This is an optimization exercise on Yosys and OpenROAD, whose aim is small area and a short achievable clock period, not a production implementation. RTL that was checked went through simulation tests only; none was proved equivalent to the original.

Design mac_top, start of the top module:
module mac_top #(
   parameter int A_WIDTH = 18,    
   parameter int B_WIDTH = 18,    
   parameter int P_WIDTH = 48     
) (
   input  logic                      clk,
   input  logic                      rst_n,
   input  logic signed [A_WIDTH-1:0] data_a,
   input  logic signed [B_WIDTH-1:0] data_b,
   input  mac_pkg::mac_op_e          op,
   input  logic                      activate_mac,   
   output logic signed [P_WIDTH-1:0] data_p,
   output logic                      p_valid
);
==> flow/config.mk <==
export PLATFORM = sky130hd
export DESIGN_NAME = mac_top
export DESIGN_NICKNAME = mac_top
export VERILOG_FILES = /design/flow/design.v
export SDC_FILE = /design/flow/constraint.sdc
export NUM_CORES = 4
export LEC_CHECK = 0
export CAP_MARGIN = 20
export CORE_MARGIN = 2
export CORE_UTILIZATION = 40
export SLEW_MARGIN = 20
==> flow/constraint.sdc <==
create_clock -name core_clock -period 10.0 [get_ports {clk}]
set_input_delay 2.0000 -clock core_clock [delete_from_list [all_inputs] [get_ports {clk}]]
set_output_delay 2.0000 -clock core_clock [all_outputs]
set_load 0.01 [all_outputs]
standard.sh (not shown) runs the stock make flow with config.mk's settings and CLKGATE_MAP_FILE= SYNTH_SCRIPT=/design/flow/synth_recipe.tcl, a recipe that flattens the netlist after the stock synthesis.
==> flow/flow/run.sh <==
#!/bin/bash
# The standard layout with three changes:
#  - Yosys's coarse 'synth' calls run with -noabc, so that extract_fa sees the
#    full and half adders as the RTL writes them (the later ABC mapping pass is
#    unchanged);
#  - the port buffers are buf_2 cells (buffer_ports -buffer_cell);
#  - timing repair aims at a setup margin of 6.5 ns.
# The SDC (clock period, I/O delays, loads) is the standard flow's, unchanged. Each make
# step's log stays under orfs/logs; make's own output goes to flow_make.log.
set -euo pipefail
grep -q '^proc synth {args} { yosys synth -nofsm -noshare {\*}$args }' synth_recipe.tcl
sed 's/yosys synth -nofsm -noshare /yosys synth -nofsm -noshare -noabc /' synth_recipe.tcl > synth_noabc.tcl
bash standard.sh SYNTH_SCRIPT=$PWD/synth_noabc.tcl SETUP_SLACK_MARGIN=6.5 \
  "BUFFER_PORTS_ARGS=-buffer_cell sky130_fd_sc_hd__buf_2" finish > flow_make.log 2>&1
The first run produced a clean layout.
==> next run, changes <==
--- a/flow/flow/run.sh
+++ b/flow/flow/run.sh
@@ -7 +7 @@
-#  - timing repair aims at a setup margin of 6.5 ns.
+#  - timing repair aims at a setup margin of 6.65 ns.
@@ -13 +13 @@
-bash standard.sh SYNTH_SCRIPT=$PWD/synth_noabc.tcl SETUP_SLACK_MARGIN=6.5 \
+bash standard.sh SYNTH_SCRIPT=$PWD/synth_noabc.tcl SETUP_SLACK_MARGIN=6.65 \
Fmax grows by a few percent.
Clock-buffer cell count grows by 1.
Wire length grows by a few percent.
First-iteration DRC count grows by about a fifth.
Setup slack is better by 0.083 ns.
Area after synthesis is unchanged.
Hold slack is better by 0.0079 ns.
Global-route usage grows by 0.89 points.
No run of this note included a check of the RTL's function; only the layout flow was run.

* * *

Another version of the RTL of mac_top (not shown whole).
Size in the first run: about 1300 cells after synthesis, about 90 I/O pins, about 0.013 mm^2 of cells after synthesis.
export LEC_CHECK = 0
export CAP_MARGIN = 20
export CORE_MARGIN = 2
export CORE_UTILIZATION = 40
export CTS_BUF_LIST = sky130_fd_sc_hd__clkbuf_8
export CTS_CLUSTER_SIZE = 30
export SLEW_MARGIN = 20
create_clock -name core_clock -period 10.0 [get_ports {clk}]
==> flow/flow/run.sh <==
#!/bin/bash
# The standard layout with these changes:
#  - Yosys's coarse 'synth' calls run with -noabc, so that extract_fa sees the
#    full and half adders as the RTL writes them (the later ABC mapping pass is
#    unchanged);
#  - the port buffers are buf_1 cells (buffer_ports -buffer_cell);
#  - timing repair aims at a setup margin of 6.5 ns.
# The SDC (clock period, I/O delays, loads) is the standard flow's, unchanged. Each make
# step's log stays under orfs/logs; make's own output goes to flow_make.log.
set -euo pipefail
grep -q '^proc synth {args} { yosys synth -nofsm -noshare {\*}$args }' synth_recipe.tcl
sed 's/yosys synth -nofsm -noshare /yosys synth -nofsm -noshare -noabc /' synth_recipe.tcl > synth_noabc.tcl
bash standard.sh SYNTH_SCRIPT=$PWD/synth_noabc.tcl SETUP_SLACK_MARGIN=6.5 \
  "BUFFER_PORTS_ARGS=-buffer_cell sky130_fd_sc_hd__buf_1" finish > flow_make.log 2>&1
Edit:
--- a/flow/flow/run.sh
+++ b/flow/flow/run.sh
@@ -5,5 +5,5 @@
 #    unchanged);
 #  - the port buffers are buf_1 cells (buffer_ports -buffer_cell);
-#  - timing repair aims at a setup margin of 6.5 ns.
+#  - timing repair aims at a setup margin of 6.7 ns.
 # The SDC (clock period, I/O delays, loads) is the standard flow's, unchanged. Each make
 # step's log stays under orfs/logs; make's own output goes to flow_make.log.
@@ -11,4 +11,4 @@
 grep -q '^proc synth {args} { yosys synth -nofsm -noshare {\*}$args }' synth_recipe.tcl
 sed 's/yosys synth -nofsm -noshare /yosys synth -nofsm -noshare -noabc /' synth_recipe.tcl > synth_noabc.tcl
-bash standard.sh SYNTH_SCRIPT=$PWD/synth_noabc.tcl SETUP_SLACK_MARGIN=6.5 \
+bash standard.sh SYNTH_SCRIPT=$PWD/synth_noabc.tcl SETUP_SLACK_MARGIN=6.7 \
   "BUFFER_PORTS_ARGS=-buffer_cell sky130_fd_sc_hd__buf_1" finish > flow_make.log 2>&1
Outcome: Die area stays the same; fmax rises by about 5%; via count rises by 2.7%; final cell count rises by 1.7%; cell area rises by about 7%; synthesized cell count does not change.
No functional check of the RTL was part of any run of this note.

* * *

old:
mac_top, a different RTL version from the one above (not shown whole).
Size in the first run: ~170 flip-flops, about 90 I/O pins, about 13000 um2 of cells after synthesis.
export LEC_CHECK = 0
export CAP_MARGIN = 20
export CORE_MARGIN = 2
export CORE_UTILIZATION = 40
export CTS_BUF_LIST = sky130_fd_sc_hd__clkbuf_8
export CTS_CLUSTER_SIZE = 30
export SLEW_MARGIN = 20
create_clock -name core_clock -period 10.0 [get_ports {clk}]
==> flow/flow/run.sh <==
#!/bin/bash
# The standard layout with three changes:
#  - Yosys's coarse 'synth' calls run with -noabc, so that extract_fa sees the
#    full and half adders as the RTL writes them (the later ABC mapping pass is
#    unchanged);
#  - the port buffers are buf_1 cells (buffer_ports -buffer_cell);
#  - timing repair aims at a setup margin of 6.5 ns.
# The SDC (clock period, I/O delays, loads) is the standard flow's, unchanged. Each make
# step's log stays under orfs/logs; make's own output goes to flow_make.log.
set -euo pipefail
grep -q '^proc synth {args} { yosys synth -nofsm -noshare {\*}$args }' synth_recipe.tcl
sed 's/yosys synth -nofsm -noshare /yosys synth -nofsm -noshare -noabc /' synth_recipe.tcl > synth_noabc.tcl
bash standard.sh SYNTH_SCRIPT=$PWD/synth_noabc.tcl SETUP_SLACK_MARGIN=6.5 \
  "BUFFER_PORTS_ARGS=-buffer_cell sky130_fd_sc_hd__buf_1" finish > flow_make.log 2>&1
Every stage of the flow completed for old, and the final layout passed the timing, DRC and antenna checks.
#### Input delta (new over old)
Settings: TNS_END_PERCENT now 5, previously not set.
--- a/flow/flow/run.sh
+++ b/flow/flow/run.sh
@@ -1,3 +1,3 @@
 #!/bin/bash
-# The standard layout with three changes:
+# The standard layout with these changes:
 #  - Yosys's coarse 'synth' calls run with -noabc, so that extract_fa sees the
==> comparison <==
The final layouts of new and old pass the timing, DRC and antenna checks. The highest achievable clock rate reported for new is smaller than that of old by 1.8%. Diff old -> new: routed wire length fell 140 um.

* * *

nickel:
mac_top again, from the RTL that the note above started with.
==> flow/design.v (excerpt) <==
module mac_top #(
   parameter int A_WIDTH = 18,    
   parameter int B_WIDTH = 18,    
   parameter int P_WIDTH = 48     
) (
   input  logic                      clk,
   input  logic                      rst_n,
   input  logic signed [A_WIDTH-1:0] data_a,
   input  logic signed [B_WIDTH-1:0] data_b,
   input  mac_pkg::mac_op_e          op,
   input  logic                      activate_mac,   
   output logic signed [P_WIDTH-1:0] data_p,
   output logic                      p_valid
);
clock: 10.0 ns
lec_check: 0
cap_margin: 20
core_margin: 2
core_utilization: 40
cts_buf_list: sky130_fd_sc_hd__clkbuf_8
cts_cluster_size: 30
slew_margin: 20
==> flow/flow/run.sh <==
#!/bin/bash
# The standard layout with these changes:
#  - Yosys's coarse 'synth' calls run with -noabc, so that extract_fa sees the
#    full and half adders as the RTL writes them (the later ABC mapping pass is
#    unchanged);
#  - the port buffers are buf_1 cells (buffer_ports -buffer_cell);
#  - timing repair aims at a setup margin of 6.6 ns.
# The SDC (clock period, I/O delays, loads) is the standard flow's, unchanged. Each make
# step's log stays under orfs/logs; make's own output goes to flow_make.log.
set -euo pipefail
grep -q '^proc synth {args} { yosys synth -nofsm -noshare {\*}$args }' synth_recipe.tcl
sed 's/yosys synth -nofsm -noshare /yosys synth -nofsm -noshare -noabc /' synth_recipe.tcl > synth_noabc.tcl
bash standard.sh SYNTH_SCRIPT=$PWD/synth_noabc.tcl SETUP_SLACK_MARGIN=6.6 \
  "BUFFER_PORTS_ARGS=-buffer_cell sky130_fd_sc_hd__buf_1" finish > flow_make.log 2>&1
Changes in ember relative to nickel:
Settings: removing CTS_BUF_LIST (formerly sky130_fd_sc_hd__clkbuf_8); removing CTS_CLUSTER_SIZE (formerly 30).
==> flow/flow/run.sh <==
#!/bin/bash
# The standard layout with three changes:
#  - Yosys's coarse 'synth' calls run with -noabc, so that extract_fa sees the
#    full and half adders as the RTL writes them (the later ABC mapping pass is
#    unchanged);
#  - the port buffers are buf_1 cells (buffer_ports -buffer_cell);
#  - clock tree synthesis uses clkbuf_8 cells, sink clusters of up to 40 and
#    no dummy loads;
#  - timing repair aims at a setup margin of 6.5 ns.
# The SDC (clock period, I/O delays, loads) is the standard flow's, unchanged. Each make
# step's log stays under orfs/logs; make's own output goes to flow_make.log.
set -euo pipefail
grep -q '^proc synth {args} { yosys synth -nofsm -noshare {\*}$args }' synth_recipe.tcl
sed 's/yosys synth -nofsm -noshare /yosys synth -nofsm -noshare -noabc /' synth_recipe.tcl > synth_noabc.tcl
bash standard.sh SYNTH_SCRIPT=$PWD/synth_noabc.tcl SETUP_SLACK_MARGIN=6.5 \
  "BUFFER_PORTS_ARGS=-buffer_cell sky130_fd_sc_hd__buf_1" \
  "CTS_ARGS=-sink_clustering_enable -repair_clock_nets -buf_list sky130_fd_sc_hd__clkbuf_8 -sink_clustering_size 40 -dont_use_dummy_load" \
  finish > flow_make.log 2>&1
[summary]
Every run in the comparison, ember and nickel, completed the flow with a clean layout. Clock skew for ember: 0.013 ns up relative to nickel. Portion of the layout cell area used by clock cells: ember < nickel. In ember the post-route worst hold slack turned out 0.0070 ns lower than in nickel. Compared with nickel, ember shows wire length that has gone down by a few percent. Compared with nickel, ember shows a final period demand of the worst path that is 0.052 ns higher. Relative to nickel, worst slew margin relative to its limit has gone up in ember. Cmp ember vs nickel: HPWL after detailed placement lower in ember. Non-clock buffer count (ember vs. nickel) decreases by more than a quarter. In ember, total non-filler cell area in the finished layout is lower than in nickel.
[inputs] xenon vs ember
Settings: setting CTS_CLUSTER_SIZE to 30 for the first time; setting CTS_BUF_LIST to sky130_fd_sc_hd__clkbuf_8 for the first time.
==> flow/flow/run.sh <==
#!/bin/bash
# The standard layout with these changes:
#  - Yosys's coarse 'synth' calls run with -noabc, so that extract_fa sees the
#    full and half adders as the RTL writes them (the later ABC mapping pass is
#    unchanged);
#  - the port buffers are buf_1 cells (buffer_ports -buffer_cell);
#  - timing repair aims at a setup margin of 6.5 ns.
# The SDC (clock period, I/O delays, loads) is the standard flow's, unchanged. Each make
# step's log stays under orfs/logs; make's own output goes to flow_make.log.
set -euo pipefail
grep -q '^proc synth {args} { yosys synth -nofsm -noshare {\*}$args }' synth_recipe.tcl
sed 's/yosys synth -nofsm -noshare /yosys synth -nofsm -noshare -noabc /' synth_recipe.tcl > synth_noabc.tcl
bash standard.sh SYNTH_SCRIPT=$PWD/synth_noabc.tcl SETUP_SLACK_MARGIN=6.5 \
  "BUFFER_PORTS_ARGS=-buffer_cell sky130_fd_sc_hd__buf_1" finish > flow_make.log 2>&1
Notes after the runs:
Total met2 wirelength after detailed routing up about 0.4% in xenon wrt ember
Final instance count without filler cells across ember and xenon: no real change.
Diff ember -> xenon | non-clock buffer total of the final layout | decrease of about 12%
Worst path required time ended up 0.09 ns higher on xenon than on ember.
Final setup slack of the worst path was higher in xenon than in ember.
xenon -> ember: final instance area flat
In xenon, the sum of routed wire segments on met1 came out 0.49% above the value in ember.
Pre-CTS setup slack essentially unchanged between xenon and ember.
xenon: detailed-route wire length 0.32% below ember
xenon finished every stage and its layout cleared the timing, DRC and antenna checks.
Diff xenon..ember | wire length of the first global-routing pass | negligible
diff inputs: xenon => onyx
Settings: CTS_BUF_LIST removed (was sky130_fd_sc_hd__clkbuf_8); CTS_CLUSTER_SIZE removed (was 30).
==> flow/flow/run.sh <==
#!/bin/bash
# The standard layout with three changes:
#  - Yosys's coarse 'synth' calls run with -noabc, so that extract_fa sees the
#    full and half adders as the RTL writes them (the later ABC mapping pass is
#    unchanged);
#  - the port buffers are buf_2 cells (buffer_ports -buffer_cell);
#  - timing repair aims at a setup margin of 6.8 ns.
# The SDC (clock period, I/O delays, loads) is the standard flow's, unchanged. Each make
# step's log stays under orfs/logs; make's own output goes to flow_make.log.
set -euo pipefail
grep -q '^proc synth {args} { yosys synth -nofsm -noshare {\*}$args }' synth_recipe.tcl
sed 's/yosys synth -nofsm -noshare /yosys synth -nofsm -noshare -noabc /' synth_recipe.tcl > synth_noabc.tcl
bash standard.sh SYNTH_SCRIPT=$PWD/synth_noabc.tcl SETUP_SLACK_MARGIN=6.8 \
  "BUFFER_PORTS_ARGS=-buffer_cell sky130_fd_sc_hd__buf_2" finish > flow_make.log 2>&1
[summary]
- Looking at the reports, onyx completed the entire flow and the layout it produced met the timing, DRC and antenna checks.
- Sort xenon and onyx by met2 routing resource usage after global routing, ascending, and xenon comes first.
- xenon and onyx ended up with nearly the same clock skew.
- Lower least setup slack across all paths after layout was reported by xenon, not onyx.
- onyx reports a higher post-detailed-route via-to-cell ratio than xenon does.
- Going from xenon to onyx, met2 layer wire length in the routed design grew by more than 10%.
- Between onyx and xenon, it is onyx whose worst-case register-to-register setup slack is higher, by 0.12 ns.
- Compared with xenon, onyx shows a first-pass GRT wire length that is 6.7 mm higher.

* * *

Another version of the RTL of mac_top (not shown whole).
Size in the first run: roughly 160 flip-flops, roughly 90 I/O pins, ~0.014 mm^2 of cells after synthesis.
clock: 10.0 ns
lec_check: 0
cap_margin: 20
core_margin: 2
core_utilization: 40
setup_slack_margin: 5
slew_margin: 20
run.sh (not shown) runs the stock make flow with config.mk's settings and CLKGATE_MAP_FILE= SYNTH_SCRIPT=/design/flow/synth_recipe.tcl, a recipe that flattens the netlist after the stock synthesis.
Stock flow here: none of the scripts above is used.
The first run completed without violations.
Edit:
- CORE_UTILIZATION: 40 -> 60
Result: The new run passed the timing, DRC and antenna checks; non-clock buffer count falls by 1; count of clock-buffer cells in the layout does not change; setup slack loses 0.035 ns; wire length falls by 9.8%; design area falls by 1.6%; core utilization rises by 22 points; die area falls by 33%; synthesized cell count does not change; synthesized area stays the same.

* * *

rev 12:
Another version of the RTL of mac_top (not shown whole).
For scale: ~1300 cells after synthesis.
==> flow/config.mk <==
export PLATFORM = sky130hd
export DESIGN_NAME = mac_top
export DESIGN_NICKNAME = mac_top
export VERILOG_FILES = /design/flow/design.v
export SDC_FILE = /design/flow/constraint.sdc
export NUM_CORES = 4
export LEC_CHECK = 0
export CAP_MARGIN = 20
export CORE_MARGIN = 2
export CORE_UTILIZATION = 40
export SLEW_MARGIN = 20
==> flow/constraint.sdc <==
create_clock -name core_clock -period 10.0 [get_ports {clk}]
set_input_delay 2.0000 -clock core_clock [delete_from_list [all_inputs] [get_ports {clk}]]
set_output_delay 2.0000 -clock core_clock [all_outputs]
set_load 0.01 [all_outputs]
standard.sh (not shown) runs the stock make flow with config.mk's settings and CLKGATE_MAP_FILE= SYNTH_SCRIPT=/design/flow/synth_recipe.tcl, a recipe that flattens the netlist after the stock synthesis.
==> flow/flow/run.sh <==
#!/bin/bash
# The standard layout with two changes:
#  - Yosys's coarse 'synth' calls run with -noabc, so that extract_fa sees the
#    full and half adders as the RTL writes them (the later ABC mapping pass is
#    unchanged);
#  - timing repair aims at a setup margin of 7.0 ns.
# The SDC (clock period, I/O delays, loads) is the standard flow's, unchanged.
set -euo pipefail
grep -q '^proc synth {args} { yosys synth -nofsm -noshare {\*}$args }' synth_recipe.tcl
sed 's/yosys synth -nofsm -noshare /yosys synth -nofsm -noshare -noabc /' synth_recipe.tcl > synth_noabc.tcl
bash standard.sh SYNTH_SCRIPT=$PWD/synth_noabc.tcl SETUP_SLACK_MARGIN=7.0 finish > flow_make.log 2>&1
Input changes introduced in rev 13 (baseline for comparison: rev 12):
diff --git a/flow/flow/run.sh b/flow/flow/run.sh
--- a/flow/flow/run.sh
+++ b/flow/flow/run.sh
@@ -5,3 +5,3 @@
 #    unchanged);
-#  - timing repair aims at a setup margin of 7.0 ns.
+#  - timing repair aims at a setup margin of 6.5 ns.
 # The SDC (clock period, I/O delays, loads) is the standard flow's, unchanged.
@@ -10,2 +10,2 @@
 sed 's/yosys synth -nofsm -noshare /yosys synth -nofsm -noshare -noabc /' synth_recipe.tcl > synth_noabc.tcl
-bash standard.sh SYNTH_SCRIPT=$PWD/synth_noabc.tcl SETUP_SLACK_MARGIN=7.0 finish > flow_make.log 2>&1
+bash standard.sh SYNTH_SCRIPT=$PWD/synth_noabc.tcl SETUP_SLACK_MARGIN=6.5 finish > flow_make.log 2>&1
- Clock skew delta (rev 12 -> rev 13): insignificant
- Per the comparison of rev 13 with rev 12, routed length on met3 moved down, share of the clock period used by the worst path moved down, final design area excluding fillers moved down.
- | utilization | rev 13 vs rev 12 | 4.3 points lower |
- Comparing rev 13 and rev 12, the lower fraction of area in non-clock buffers was measured on rev 13.

==> port drivers added, routing unchanged <==
How much do the figures lean on ideal ports? The routed layouts below were timed once more, with nothing changed but the port constraints. Step 1 (the two cells are an assumption about what drives the block):
set clk [get_ports {clk}]
set_driving_cell -lib_cell sky130_fd_sc_hd__clkbuf_16 $clk
set_driving_cell -lib_cell sky130_fd_sc_hd__buf_2 [delete_from_list [all_inputs] $clk]
Step 2 times the ports against the registers' clock, not the clock port: input delays grow and output delays shrink by t, the midpoint of the rising clock arrivals with the driver on. a / b / c = ideal ports / drivers / drivers and shift; a / b = the first two.
| run | shift t [ns] | setup WS [ns] | hold slack, ns | worst register clock-pin slew, ns |
|---|---|---|---|---|
| the first run of note 1 | 0.489 | 6.446 / 6.446 / 6.446 | 0.351 / 0.351 / 0.351 | 0.07 / 0.07 |
| the second run of note 1 | 0.492 | 6.529 / 6.529 / 6.529 | 0.358 / 0.358 / 0.358 | 0.07 / 0.07 |
| the first run of note 2 | 0.510 | 6.598 / 6.598 / 6.584 | 0.350 / 0.350 / 0.350 | 0.11 / 0.11 |
| the second run of note 2 | 0.511 | 6.763 / 6.763 / 6.637 | 0.356 / 0.356 / 0.356 | 0.10 / 0.10 |
| old | 0.516 | 6.591 / 6.591 / 6.591 | 0.352 / 0.352 / 0.352 | 0.11 / 0.11 |
| new | 0.522 | 6.530 / 6.530 / 6.530 | 0.356 / 0.356 / 0.356 | 0.10 / 0.10 |
| nickel | 0.512 | 6.640 / 6.640 / 6.617 | 0.355 / 0.355 / 0.355 | 0.10 / 0.10 |
| ember | 0.505 | 6.588 / 6.588 / 6.588 | 0.348 / 0.348 / 0.348 | 0.10 / 0.10 |
| xenon | 0.516 | 6.591 / 6.591 / 6.591 | 0.352 / 0.352 / 0.352 | 0.11 / 0.11 |
| onyx | 0.480 | 6.716 / 6.716 / 6.641 | 0.349 / 0.349 / 0.349 | 0.07 / 0.07 |
| the first run of note 5 | 0.497 | 5.283 / 5.283 / 5.283 | 0.370 / 0.370 / 0.370 | 0.07 / 0.07 |
| the second run of note 5 | 0.476 | 5.248 / 5.248 / 5.248 | 0.360 / 0.360 / 0.360 | 0.07 / 0.07 |
| rev 12 | 0.491 | 6.257 / 6.257 / 6.257 | 0.350 / 0.350 / 0.350 | 0.08 / 0.08 |
| rev 13 | 0.489 | 6.392 / 6.392 / 6.288 | 0.352 / 0.352 / 0.352 | 0.07 / 0.07 |
After both steps setup and hold are still met in every run listed. The setup slack of the second run of note 2, which loses most, moves by 0.000 ns with the drivers and by -0.126 ns with both steps.
